What follows belongs to an exercise in optimizing a design on an open flow for small area; a production flow would make more cautious choices.
Function was checked by simulation only, so behaviour that the tests miss may differ from the original.
Power and IR drop assume default switching activity. No driver is modelled on the clock port, so clocking that relies on it looks cheaper here than on a real chip.

==> wip/raven: inputs <==
## gdt_top
module gdt_top (
  input  logic        clock,
  input  logic        reset,
  input  logic        enable,
  input  logic        RD0_WR1,
  input  logic [2:0]  guest_line,
  input  logic [2:0]  GDT_column,
  input  logic [31:0] i_data,
  output logic [31:0] o_data,
  output logic        o_valid,
  output logic        o_err,
  input  logic        clear_req,
  input  logic [2:0]  clear_guest,
  output logic        busy,
  output logic        clear_done,
  input  logic        lock_wr
);
export LEC_CHECK = 0
export CAP_MARGIN = 20
export CORE_MARGIN = 2
export CORE_UTILIZATION = 70
export CTS_CLUSTER_DIAMETER = 100
export CTS_CLUSTER_SIZE = 30
export SLEW_MARGIN = 20
export SYNTH_HIERARCHICAL = 1
create_clock -name core_clock -period 8.0 [get_ports {clock}]
standard.sh (not shown) runs the stock make flow with config.mk's settings and CLKGATE_MAP_FILE= SYNTH_SCRIPT=/design/flow/synth_recipe.tcl, a recipe that flattens the netlist after the stock synthesis.
==> flow/flow/run.sh <==
#!/bin/bash
# Layout flow: the standard ORFS flow (standard.sh) with these changes:
#  * port buffers use the smallest buffer cell (buf_1) instead of the
#    resizer's default pick;
#  * after the placement resize step, flow/post_resize.tcl removes buffers
#    where a stronger cell of the driving gate is smaller than gate plus
#    buffer, and shrinks gates that only drive a buffer (flow/cells.tcl holds
#    the cells' areas and max capacitances, taken from the platform liberty);
#  * clock tree synthesis does not insert dummy loads.
# Synthesis is the standard one (standard.sh synth), unchanged.
set -euo pipefail
export BUFFER_PORTS_ARGS="-buffer_cell sky130_fd_sc_hd__buf_1"
export POST_RESIZE_TCL="$PWD/flow/post_resize.tcl"
export CTS_ARGS="-sink_clustering_enable -repair_clock_nets -sink_clustering_size 30 -sink_clustering_max_diameter 100 -dont_use_dummy_load"
bash standard.sh synth > make_synth.log 2>&1
bash standard.sh floorplan > make_floorplan.log 2>&1
bash standard.sh place > make_place.log 2>&1
bash standard.sh cts > make_cts.log 2>&1
bash standard.sh route > make_route.log 2>&1
bash standard.sh finish > make_finish.log 2>&1
Other scripts of this flow, unchanged in this note and not shown: flow/flow/cells.tcl, flow/flow/post_resize.tcl, flow/flow/unbuf.tcl
==> inputs of wip/tundra, as changes to wip/raven <==
--- a/flow/design.v
+++ b/flow/design.v
@@ -60,40 +60,38 @@
   logic rd, rd_ok, wr, clr_go, clr_bad, clearing;
   assign rd      = access && !RD0_WR1;
   assign rd_ok   = rd && run_q;
   assign wr      = access && RD0_WR1;
   assign clr_go  = idle && clear_req && clr_in_range && !clr_locked;
   assign clr_bad = idle && clear_req && !(clr_in_range && !clr_locked);
   assign clearing = busy_q && !done_q;
   logic [GUESTS-1:0] g_wr, g_rdq, g_nzap;
-  logic [N-1:0]      we, hold, sel, we_n, hold_n, sel_n;
+  logic [N-1:0]      we_n, rel, sel, sel_n;
   always_comb begin
     for (int g = 0; g < GUESTS; g++) begin
       g_wr[g]   = wr && g_hit[g] && !lock_q[g];
       g_rdq[g]  = rd_ok && g_hit[g];
       g_nzap[g] = run_q && !(clearing && (guest_q == GW'(g)) && !pol_q);
     end
   end
   for (genvar e = 0; e < N; e++) begin : g_ctl
     gdt_nand2 u_we_n   (.a(g_wr[e / ENTRIES]),  .b(col_hit[e % ENTRIES]), .y(we_n[e]));
-    gdt_nand2 u_hold_n (.a(we_n[e]),            .b(g_nzap[e / ENTRIES]),  .y(hold_n[e]));
+    gdt_nand2 u_rel    (.a(we_n[e]),            .b(g_nzap[e / ENTRIES]),  .y(rel[e]));
     gdt_nand2 u_sel_n  (.a(g_rdq[e / ENTRIES]), .b(col_hit[e % ENTRIES]), .y(sel_n[e]));
-    gdt_inv u_we   (.a(we_n[e]),   .y(we[e]));
-    gdt_inv u_hold (.a(hold_n[e]), .y(hold[e]));
     gdt_inv u_sel  (.a(sel_n[e]),  .y(sel[e]));
   end
   logic [DATA_W-1:0] wdata, wdata_n;
-  assign wdata_n = ~(i_data ^ {DATA_W{pol_q}});
+  assign wdata_n = i_data ^ {DATA_W{pol_q}};
   for (genvar j = 0; j < DATA_W; j++) begin : g_wd
     gdt_inv u_wd (.a(wdata_n[j]), .y(wdata[j]));
   end
   for (genvar e = 0; e < N; e++) begin : g_word
     gdt_word #(.W(DATA_W)) u_word (
-      .clock(clock), .hold(hold[e]), .we(we[e]), .wd(wdata), .q(mem_q[e])
+      .clock(clock), .rel(rel[e]), .we_n(we_n[e]), .d(wdata), .q(mem_q[e])
     );
   end
   localparam int NG = (N + 2) / 3;
   logic [3*NG-1:0]              sel_p;
   logic [3*NG-1:0][DATA_W-1:0]  mem_p;
   logic [NG-1:0][DATA_W-1:0]    grp_n;
   always_comb begin
     sel_p = '0;
@@ -123,17 +121,17 @@
       run_q   <= 1'b0;
       pol_q   <= 1'b0;
       data_q  <= '0;
       valid_q <= 1'b0;
       err_q   <= 1'b0;
     end else begin
       run_q   <= 1'b1;
       pol_q   <= !pol_q;
-      data_q  <= rraw ^ {DATA_W{hit && pol_q}};
+      data_q  <= rraw ^ {DATA_W{hit && !pol_q}};
       valid_q <= rd;
       err_q   <= (access && (!acc_in_range || (RD0_WR1 && acc_locked))) || clr_bad;
       if (idle) begin
         if (clear_req) begin
           busy_q <= 1'b1;
           done_q <= clr_bad;
         end
       end else if (!done_q) begin
@@ -157,22 +155,22 @@
   assign o_err      = err_q;
   assign busy       = busy_q;
   assign clear_done = done_q;
 endmodule
 module gdt_word #(
   parameter int W = 32
 ) (
   input  logic         clock,
-  input  logic         hold,
-  input  logic         we,
-  input  logic [W-1:0] wd,
+  input  logic         rel,
+  input  logic         we_n,
+  input  logic [W-1:0] d,
   output logic [W-1:0] q
 );
-  always_ff @(posedge clock) q <= ~((q & {W{hold}}) | ({W{we}} & wd));
+  always_ff @(posedge clock) q <= ~((q | {W{rel}}) & ({W{we_n}} | d));
 endmodule
 module gdt_nand2 (
   input  logic a,
   input  logic b,
   output logic y
 );
   assign y = ~(a & b);
 endmodule
==> notes.md <==
- Against wip/tundra, the setup slack of wip/raven is better by 0.14 ns.
- Against wip/tundra, the synthesized area of wip/raven is higher by about 4%.
- In wip/raven the sequential power is higher than in wip/tundra, by about 1%.
- Of wip/raven and wip/tundra, wip/raven has the higher cell count (gap 2.5%, measured against wip/tundra).
- Between wip/raven and wip/tundra, the lower combinational power is in wip/tundra (gap about 10%, measured against wip/tundra).
- In wip/tundra the global-route usage is lower than in wip/raven, by 1.4 points.
- Of wip/raven and wip/tundra, wip/raven has the higher non-clock buffer count (gap 17).
- Against wip/tundra, the clock skew of wip/raven is higher by 0.011 ns.
- Flip-flop and latch count is the same in wip/tundra and wip/raven.


==> run Y <==
Another version of the RTL of gdt_top (not shown whole).
==> module gdt_table_param, before the edit <==
module gdt_table_param #(
  parameter  int DATA_W  = 32,
  parameter  int GUESTS  = 8,
  parameter  int ENTRIES = 8,
  localparam int GW      = (GUESTS  > 1) ? $clog2(GUESTS)  : 1,
  localparam int EW      = (ENTRIES > 1) ? $clog2(ENTRIES) : 1
) (
  input  logic              clock,
  input  logic              reset,
  input  logic              enable,
  input  logic              RD0_WR1,
  input  logic [GW-1:0]     guest_line,
  input  logic [EW-1:0]     GDT_column,
  input  logic [DATA_W-1:0] i_data,
  output logic [DATA_W-1:0] o_data,
  output logic              o_valid,
  output logic              o_err,
  input  logic              clear_req,
  input  logic [GW-1:0]     clear_guest,
  output logic              busy,
  output logic              clear_done
  ,
  input  logic              lock_wr
);
  localparam int N = GUESTS * ENTRIES;
  logic              busy_q, done_q;
  logic [EW-1:0]     cnt_q;
  logic              pol_q;
  logic [DATA_W-1:0] data_q;
  logic              valid_q, err_q;
  logic [N-1:0]      vld_q;
  logic [N-1:0][DATA_W-1:0] mem_q;
  logic idle;
  assign idle = !busy_q;
  logic [GUESTS-1:0]  g_hit, c_g_hit;
  logic [ENTRIES-1:0] col_hit;
  always_comb begin
    for (int g = 0; g < GUESTS; g++) begin
      g_hit[g]   = (guest_line  == GW'(g));
      c_g_hit[g] = (clear_guest == GW'(g));
    end
    for (int c = 0; c < ENTRIES; c++) col_hit[c] = (GDT_column == EW'(c));
  end
  logic acc_in_range, clr_in_range;
  assign acc_in_range = |g_hit;
  assign clr_in_range = |c_g_hit;
  logic [GUESTS-1:0] lock_q;
  logic access, acc_locked, clr_locked;
  assign access     = idle && enable && !lock_wr;
  assign acc_locked = |(g_hit & lock_q);
  assign clr_locked = |(c_g_hit & lock_q);
  always_ff @(posedge clock or posedge reset) begin
    if (reset) lock_q <= '0;
    else begin
      for (int g = 0; g < GUESTS; g++)
        if (idle && lock_wr && g_hit[g]) lock_q[g] <= i_data[0];
    end
  end
  logic rd, wr, clr_go, clr_bad;
  assign rd      = access && !RD0_WR1;
  assign wr      = access && RD0_WR1;
  assign clr_go  = idle && clear_req && clr_in_range && !clr_locked;
  assign clr_bad = idle && clear_req && !(clr_in_range && !clr_locked);
  logic [GUESTS-1:0] g_wr, g_clr;
  logic [N-1:0]      we, hold, sel;
  always_comb begin
    for (int g = 0; g < GUESTS; g++) begin
      g_wr[g]  = wr && g_hit[g] && !lock_q[g];
      g_clr[g] = clr_go && c_g_hit[g];
    end
    for (int g = 0; g < GUESTS; g++)
      for (int c = 0; c < ENTRIES; c++) begin
        we[g*ENTRIES+c]   = g_wr[g] && col_hit[c];
        hold[g*ENTRIES+c] = !(g_wr[g] && col_hit[c]);
        sel[g*ENTRIES+c]  = rd && g_hit[g] && col_hit[c] && vld_q[g*ENTRIES+c];
      end
  end
  always_ff @(posedge clock or posedge reset) begin
    if (reset) vld_q <= '0;
    else begin
      for (int g = 0; g < GUESTS; g++)
        for (int c = 0; c < ENTRIES; c++)
          vld_q[g*ENTRIES+c] <= !g_clr[g] && (vld_q[g*ENTRIES+c] || we[g*ENTRIES+c]);
    end
  end
  logic [DATA_W-1:0] wdata;
  assign wdata = i_data ^ {DATA_W{pol_q}};
  for (genvar e = 0; e < N; e++) begin : g_word
    gdt_word #(.W(DATA_W)) u_word (
      .clock(clock), .hold(hold[e]), .we(we[e]), .wd(wdata), .q(mem_q[e])
    );
  end
  localparam int NG = (N + 2) / 3;
  logic [3*NG-1:0]              sel_p;
  logic [3*NG-1:0][DATA_W-1:0]  mem_p;
  logic [NG-1:0][DATA_W-1:0]    grp_n;
  always_comb begin
    sel_p = '0;
    mem_p = '0;
    for (int e = 0; e < N; e++) begin
      sel_p[e] = sel[e];
      mem_p[e] = mem_q[e];
    end
  end
  for (genvar k = 0; k < NG; k++) begin : g_rd
    gdt_rd3 #(.W(DATA_W)) u_rd (
      .s0(sel_p[3*k]), .s1(sel_p[3*k+1]), .s2(sel_p[3*k+2]),
      .d0(mem_p[3*k]), .d1(mem_p[3*k+1]), .d2(mem_p[3*k+2]), .yn(grp_n[k])
    );
  end
  logic [DATA_W-1:0] rraw;
  logic              hit;
  always_comb begin
    rraw = data_q & {DATA_W{!rd}};
    for (int j = 0; j < NG; j++) rraw |= ~grp_n[j];
    hit = |sel;
  end
  always_ff @(posedge clock or posedge reset) begin
    if (reset) begin
      busy_q  <= 1'b0;
      done_q  <= 1'b0;
      cnt_q   <= '0;
      pol_q   <= 1'b0;
      data_q  <= '0;
      valid_q <= 1'b0;
      err_q   <= 1'b0;
    end else begin
      pol_q   <= !pol_q;
      data_q  <= rraw ^ {DATA_W{hit && pol_q}};
      valid_q <= rd;
      err_q   <= (access && (!acc_in_range || (RD0_WR1 && acc_locked))) || clr_bad;
      if (idle) begin
        if (clear_req) begin
          busy_q <= 1'b1;
          done_q <= clr_bad;
        end
      end else if (!done_q) begin
        cnt_q <= cnt_q + 1'b1;
        if (cnt_q == EW'(ENTRIES - 1)) done_q <= 1'b1;
      end else begin
        busy_q <= 1'b0;
        done_q <= 1'b0;
      end
    end
  end
  assign o_data     = data_q;
  assign o_valid    = valid_q;
  assign o_err      = err_q;
  assign busy       = busy_q;
  assign clear_done = done_q;
endmodule
==> flow/config.mk <==
export PLATFORM = sky130hd
export DESIGN_NAME = gdt_top
export DESIGN_NICKNAME = gdt_top
export VERILOG_FILES = /design/flow/design.v
export SDC_FILE = /design/flow/constraint.sdc
export NUM_CORES = 8
export LEC_CHECK = 0
export CAP_MARGIN = 20
export CORE_MARGIN = 2
export CORE_UTILIZATION = 70
export CTS_CLUSTER_DIAMETER = 100
export CTS_CLUSTER_SIZE = 30
export SLEW_MARGIN = 20
export SYNTH_HIERARCHICAL = 1
==> flow/constraint.sdc <==
create_clock -name core_clock -period 8.0 [get_ports {clock}]
set_input_delay 1.6000 -clock core_clock [delete_from_list [all_inputs] [get_ports {clock}]]
set_output_delay 1.6000 -clock core_clock [all_outputs]
set_load 0.01 [all_outputs]
==> flow/flow/run.sh <==
#!/bin/bash
# Layout flow: the standard ORFS flow (standard.sh) with these changes:
#  * port buffers use the smallest buffer cell (buf_1) instead of the
#    resizer's default pick;
#  * after the placement resize step, flow/post_resize.tcl removes buffers
#    that a stronger driver of the same area or less can replace, and
#    shrinks gates that only drive a buffer;
#  * clock tree synthesis does not insert dummy loads;
# Synthesis is the standard one (standard.sh synth), unchanged.
set -euo pipefail
export BUFFER_PORTS_ARGS="-buffer_cell sky130_fd_sc_hd__buf_1"
export POST_RESIZE_TCL="$PWD/flow/post_resize.tcl"
export CTS_ARGS="-sink_clustering_enable -repair_clock_nets -sink_clustering_size 30 -sink_clustering_max_diameter 100 -dont_use_dummy_load"
bash standard.sh synth > make_synth.log 2>&1
bash standard.sh floorplan > make_floorplan.log 2>&1
bash standard.sh place > make_place.log 2>&1
bash standard.sh cts > make_cts.log 2>&1
bash standard.sh route > make_route.log 2>&1
bash standard.sh finish > make_finish.log 2>&1
==> flow/flow/post_resize.tcl <==
# Area clean-up after placement repair. Two patterns left by the resizer:
#  1. a gate that drives a buffer (and maybe other loads): the buffer is
#     removed, its loads move to the gate's net and the gate takes a
#     stronger cell of the same function, when that is smaller in area;
#  2. a gate whose only load is a buffer takes the smallest cell of its
#     function.
set ub_up {
  sky130_fd_sc_hd__inv_1    sky130_fd_sc_hd__inv_2
  sky130_fd_sc_hd__inv_2    sky130_fd_sc_hd__inv_2
  sky130_fd_sc_hd__clkinv_1 sky130_fd_sc_hd__inv_2
  sky130_fd_sc_hd__nand2_1  sky130_fd_sc_hd__nand2_2
  sky130_fd_sc_hd__and3_1   sky130_fd_sc_hd__and3_2
  sky130_fd_sc_hd__and2_1   sky130_fd_sc_hd__and2_2
  sky130_fd_sc_hd__nor2_1   sky130_fd_sc_hd__nor2_4
  sky130_fd_sc_hd__nor2_2   sky130_fd_sc_hd__nor2_4
}
set ub_down {
  sky130_fd_sc_hd__xor2_2   sky130_fd_sc_hd__xor2_1
  sky130_fd_sc_hd__xor2_4   sky130_fd_sc_hd__xor2_1
}
set ub_n 0; set ub_d 0
set ub_area0 [rsz::design_area]
set block [ord::get_db_block]
foreach inst [$block getInsts] {
  set m [[$inst getMaster] getName]
  if {![regexp {^sky130_fd_sc_hd__buf_[0-9]+$} $m]} continue
  set in ""; set out ""
  foreach it [$inst getITerms] {
    if {[$it isInputSignal]} { set in [$it getNet] }
    if {[$it isOutputSignal]} { set out [$it getNet] }
  }
  if {$in eq "" || $out eq "" || $in eq "NULL" || $out eq "NULL"} continue
  if {[llength [$in getBTerms]] > 0 || [llength [$out getBTerms]] > 0} continue
  set drv ""; set nload 0
  foreach it [$in getITerms] {
    if {[$it isOutputSignal]} { set drv [$it getInst] } elseif {[$it isInputSignal]} { incr nload }
  }
  if {$drv eq ""} continue
  set dm [[$drv getMaster] getName]
  if {$nload == 1 && [dict exists $ub_down $dm]} {
    $drv swapMaster [[ord::get_db] findMaster [dict get $ub_down $dm]]
    incr ub_d
    continue
  }
  if {![dict exists $ub_up $dm]} continue
  set loads {}
  foreach it [$out getITerms] { if {[$it isInputSignal]} { lappend loads $it } }
  foreach it $loads { $it disconnect; $it connect $in }
  foreach it [$inst getITerms] { $it disconnect }
  odb::dbInst_destroy $inst
  odb::dbNet_destroy $out
  $drv swapMaster [[ord::get_db] findMaster [dict get $ub_up $dm]]
  incr ub_n
}
puts "UNBUF removed $ub_n buffers, downsized $ub_d drivers, area [expr {([rsz::design_area]-$ub_area0)*1e12}] um2"
# Fix anything the clean-up left over the limits, as the resize step does.
estimate_parasitics -placement
repair_design_helper
==> run R (differences from run Y) <==
==> flow/flow/run.sh (replaced) <==
#!/bin/bash
# Layout flow: the standard ORFS flow (standard.sh) with two changes:
#  * port buffers use the smallest buffer cell (buf_1) instead of the
#    resizer's default pick;
#  * clock tree synthesis does not insert dummy loads;
#  * after global routing, non-critical gates are downsized (RECOVER_POWER).
# Synthesis is the standard one (standard.sh synth), unchanged.
set -euo pipefail
export BUFFER_PORTS_ARGS="-buffer_cell sky130_fd_sc_hd__buf_1"
export CTS_ARGS="-sink_clustering_enable -repair_clock_nets -sink_clustering_size 30 -sink_clustering_max_diameter 100 -dont_use_dummy_load"
export RECOVER_POWER=100
bash standard.sh synth > make_synth.log 2>&1
bash standard.sh floorplan > make_floorplan.log 2>&1
bash standard.sh place > make_place.log 2>&1
bash standard.sh cts > make_cts.log 2>&1
bash standard.sh route > make_route.log 2>&1
bash standard.sh finish > make_finish.log 2>&1
removed: flow/flow/post_resize.tcl
==> run E (differences from run Y) <==
==> flow/run.sh (new file) <==
#!/bin/bash
# synth_recipe.tcl (not shown) runs the flow's synth.tcl, then flattens the netlist and writes it again
# the make line also repeats each setting of config.mk as NAME=value (left out here)
make -C /OpenROAD-flow-scripts/flow DESIGN_CONFIG=/design/flow/config.mk WORK_HOME=/design/flow/orfs CLKGATE_MAP_FILE= SYNTH_SCRIPT=/design/flow/synth_recipe.tcl finish
CORE_UTILIZATION = 35   (was 70)
CTS_CLUSTER_DIAMETER = not set   (was 100)
CTS_CLUSTER_SIZE = not set   (was 30)
removed: flow/flow/run.sh
removed: flow/flow/post_resize.tcl
removed: flow/standard.sh
==> run P (differences from run Y) <==
--- a/flow/design.v
+++ b/flow/design.v
@@ -28,7 +28,8 @@
   logic              pol_q;
   logic [DATA_W-1:0] data_q;
   logic              valid_q, err_q;
-  logic [N-1:0]      vld_q;
+  logic              run_q;     
+  logic [GW-1:0]     guest_q;   
   logic [N-1:0][DATA_W-1:0] mem_q;
   logic idle;
   assign idle = !busy_q;
@@ -56,32 +57,26 @@
         if (idle && lock_wr && g_hit[g]) lock_q[g] <= i_data[0];
     end
   end
-  logic rd, wr, clr_go, clr_bad;
+  logic rd, rd_ok, wr, clr_go, clr_bad, clearing;
   assign rd      = access && !RD0_WR1;
+  assign rd_ok   = rd && run_q;
   assign wr      = access && RD0_WR1;
   assign clr_go  = idle && clear_req && clr_in_range && !clr_locked;
   assign clr_bad = idle && clear_req && !(clr_in_range && !clr_locked);
-  logic [GUESTS-1:0] g_wr, g_clr;
+  assign clearing = busy_q && !done_q;
+  logic [GUESTS-1:0] g_wr, g_zap;
   logic [N-1:0]      we, hold, sel;
   always_comb begin
     for (int g = 0; g < GUESTS; g++) begin
       g_wr[g]  = wr && g_hit[g] && !lock_q[g];
-      g_clr[g] = clr_go && c_g_hit[g];
+      g_zap[g] = !run_q || (clearing && (guest_q == GW'(g)) && !pol_q);
     end
     for (int g = 0; g < GUESTS; g++)
       for (int c = 0; c < ENTRIES; c++) begin
         we[g*ENTRIES+c]   = g_wr[g] && col_hit[c];
-        hold[g*ENTRIES+c] = !(g_wr[g] && col_hit[c]);
-        sel[g*ENTRIES+c]  = rd && g_hit[g] && col_hit[c] && vld_q[g*ENTRIES+c];
+        hold[g*ENTRIES+c] = !(g_wr[g] && col_hit[c]) && !g_zap[g];
+        sel[g*ENTRIES+c]  = rd_ok && g_hit[g] && col_hit[c];
       end
-  end
-  always_ff @(posedge clock or posedge reset) begin
-    if (reset) vld_q <= '0;
-    else begin
-      for (int g = 0; g < GUESTS; g++)
-        for (int c = 0; c < ENTRIES; c++)
-          vld_q[g*ENTRIES+c] <= !g_clr[g] && (vld_q[g*ENTRIES+c] || we[g*ENTRIES+c]);
-    end
   end
   logic [DATA_W-1:0] wdata;
   assign wdata = i_data ^ {DATA_W{pol_q}};
@@ -113,23 +108,27 @@
   always_comb begin
     rraw = data_q & {DATA_W{!rd}};
     for (int j = 0; j < NG; j++) rraw |= ~grp_n[j];
-    hit = |sel;
+    hit = rd_ok && acc_in_range;
   end
   always_ff @(posedge clock or posedge reset) begin
     if (reset) begin
       busy_q  <= 1'b0;
       done_q  <= 1'b0;
+      run_q   <= 1'b0;
+      guest_q <= '0;
       cnt_q   <= '0;
       pol_q   <= 1'b0;
       data_q  <= '0;
       valid_q <= 1'b0;
       err_q   <= 1'b0;
     end else begin
+      run_q   <= 1'b1;
       pol_q   <= !pol_q;
       data_q  <= rraw ^ {DATA_W{hit && pol_q}};
       valid_q <= rd;
       err_q   <= (access && (!acc_in_range || (RD0_WR1 && acc_locked))) || clr_bad;
       if (idle) begin
+        guest_q <= clear_guest;
         if (clear_req) begin
           busy_q <= 1'b1;
           done_q <= clr_bad;
--- a/flow/flow/run.sh
+++ b/flow/flow/run.sh
@@ -5,7 +5,7 @@
 #  * after the placement resize step, flow/post_resize.tcl removes buffers
 #    that a stronger driver of the same area or less can replace, and
 #    shrinks gates that only drive a buffer;
-#  * clock tree synthesis does not insert dummy loads;
+#  * clock tree synthesis does not insert dummy loads.
 # Synthesis is the standard one (standard.sh synth), unchanged.
 set -euo pipefail
 export BUFFER_PORTS_ARGS="-buffer_cell sky130_fd_sc_hd__buf_1"
==> qor summary <==
Result of the run: run E finished clean; run R complete, but fails checks; run P finished clean; run Y finished clean
Reasons for failing layout checks: run E -; run R max-capacitance violations, max-slew violations; run P -; run Y -
H-Tree Level Count: run E 4; run R 2; run P 2; run Y 2
Length of the first detailed-routing pass in iterations: run E 15; run R 12; run P 13; run Y 14
Final critical path time including I/O delays and setup: run E 5.598 ns; run R 6.742 ns; run P 5.633 ns; run Y 5.437 ns
Number of inverters outside the clock class in the layout: run E 56; run R 56; run P 5; run Y 56
Max-capacitance violation count: run E 0; run R 84; run P 0; run Y 0
GRT Total Usage: run E 0.2552; run R 0.4488; run P 0.4483; run Y 0.4464
Instance count after placement with tap cells included: run E 6713; run R 5583; run P 5378; run Y 5457
Proportion of cell area occupied by multi-input gates: run E 0.3208; run R 0.3572; run P 0.3679; run Y 0.3572
Met2 wirelength from detailed routing: run E 94680 um; run R 81490 um; run P 81840 um; run Y 80740 um
Post-synthesis sequential area ratio: run E 0.5779; run R 0.5779; run P 0.5749; run Y 0.5779
Post-synthesis simple-gate area fraction: run E 0.03351; run R 0.03351; run P 0.03468; run Y 0.03351
Clock buf count: run E 246; run R 60; run P 58; run Y 60
Fraction of power consumed by the clock network: run E 0.457; run R 0.282; run P 0.224; run Y 0.283
Relative area of clock buffers and inverters in the final design: run E 0.08853; run R 0.02584; run P 0.02546; run Y 0.02620
Share of the clock period used by the worst path: run E 0.6997; run R 0.8427; run P 0.7042; run Y 0.6796
Maximum resistive drop on vdd: run E 0.2430 mV; run R 0.2133 mV; run P 0.2241 mV; run Y 0.2070 mV

[afterwards: timing with drivers on the ports]
The results above use ideal ports. As a check the final layouts listed here were re-extracted and re-timed, cells and wires unchanged. Step 1: set_driving_cell puts a clkbuf_16 on clock and a buf_2 on each other input, an assumption about the parent block. Step 2 times the ports against the registers' clock, not the clock port: input delays grow and output delays shrink by t, the midpoint of the rising clock arrivals with the driver on. Three values: ideal, step 1, step 2; two values: the first two.
run | t, ns | setup slack, ns | worst register clock-pin slew, ns | worst data-port slew with drivers (ns)
wip/raven | 0.773 | 2.143 / 2.198 / 1.425 | 0.12 / 0.12 | 0.12
wip/tundra | 0.748 | 2.005 / 2.058 / 1.310 | 0.12 / 0.12 | 0.15
run Y | 0.762 | 2.563 / 2.619 / 1.857 | 0.12 / 0.12 | 0.12
run R | 0.772 | 1.258 / 1.309 / 0.537 | 0.12 / 0.12 | 0.12
run E | 0.873 | 2.402 / 2.458 / 1.584 | 0.07 / 0.07 | 0.17
run P | 0.760 | 2.367 / 2.420 / 1.659 | 0.12 / 0.12 | 0.15
For run E, which loses most, drivers alone change the setup slack by +0.056 ns; drivers and shift together by -0.818 ns.
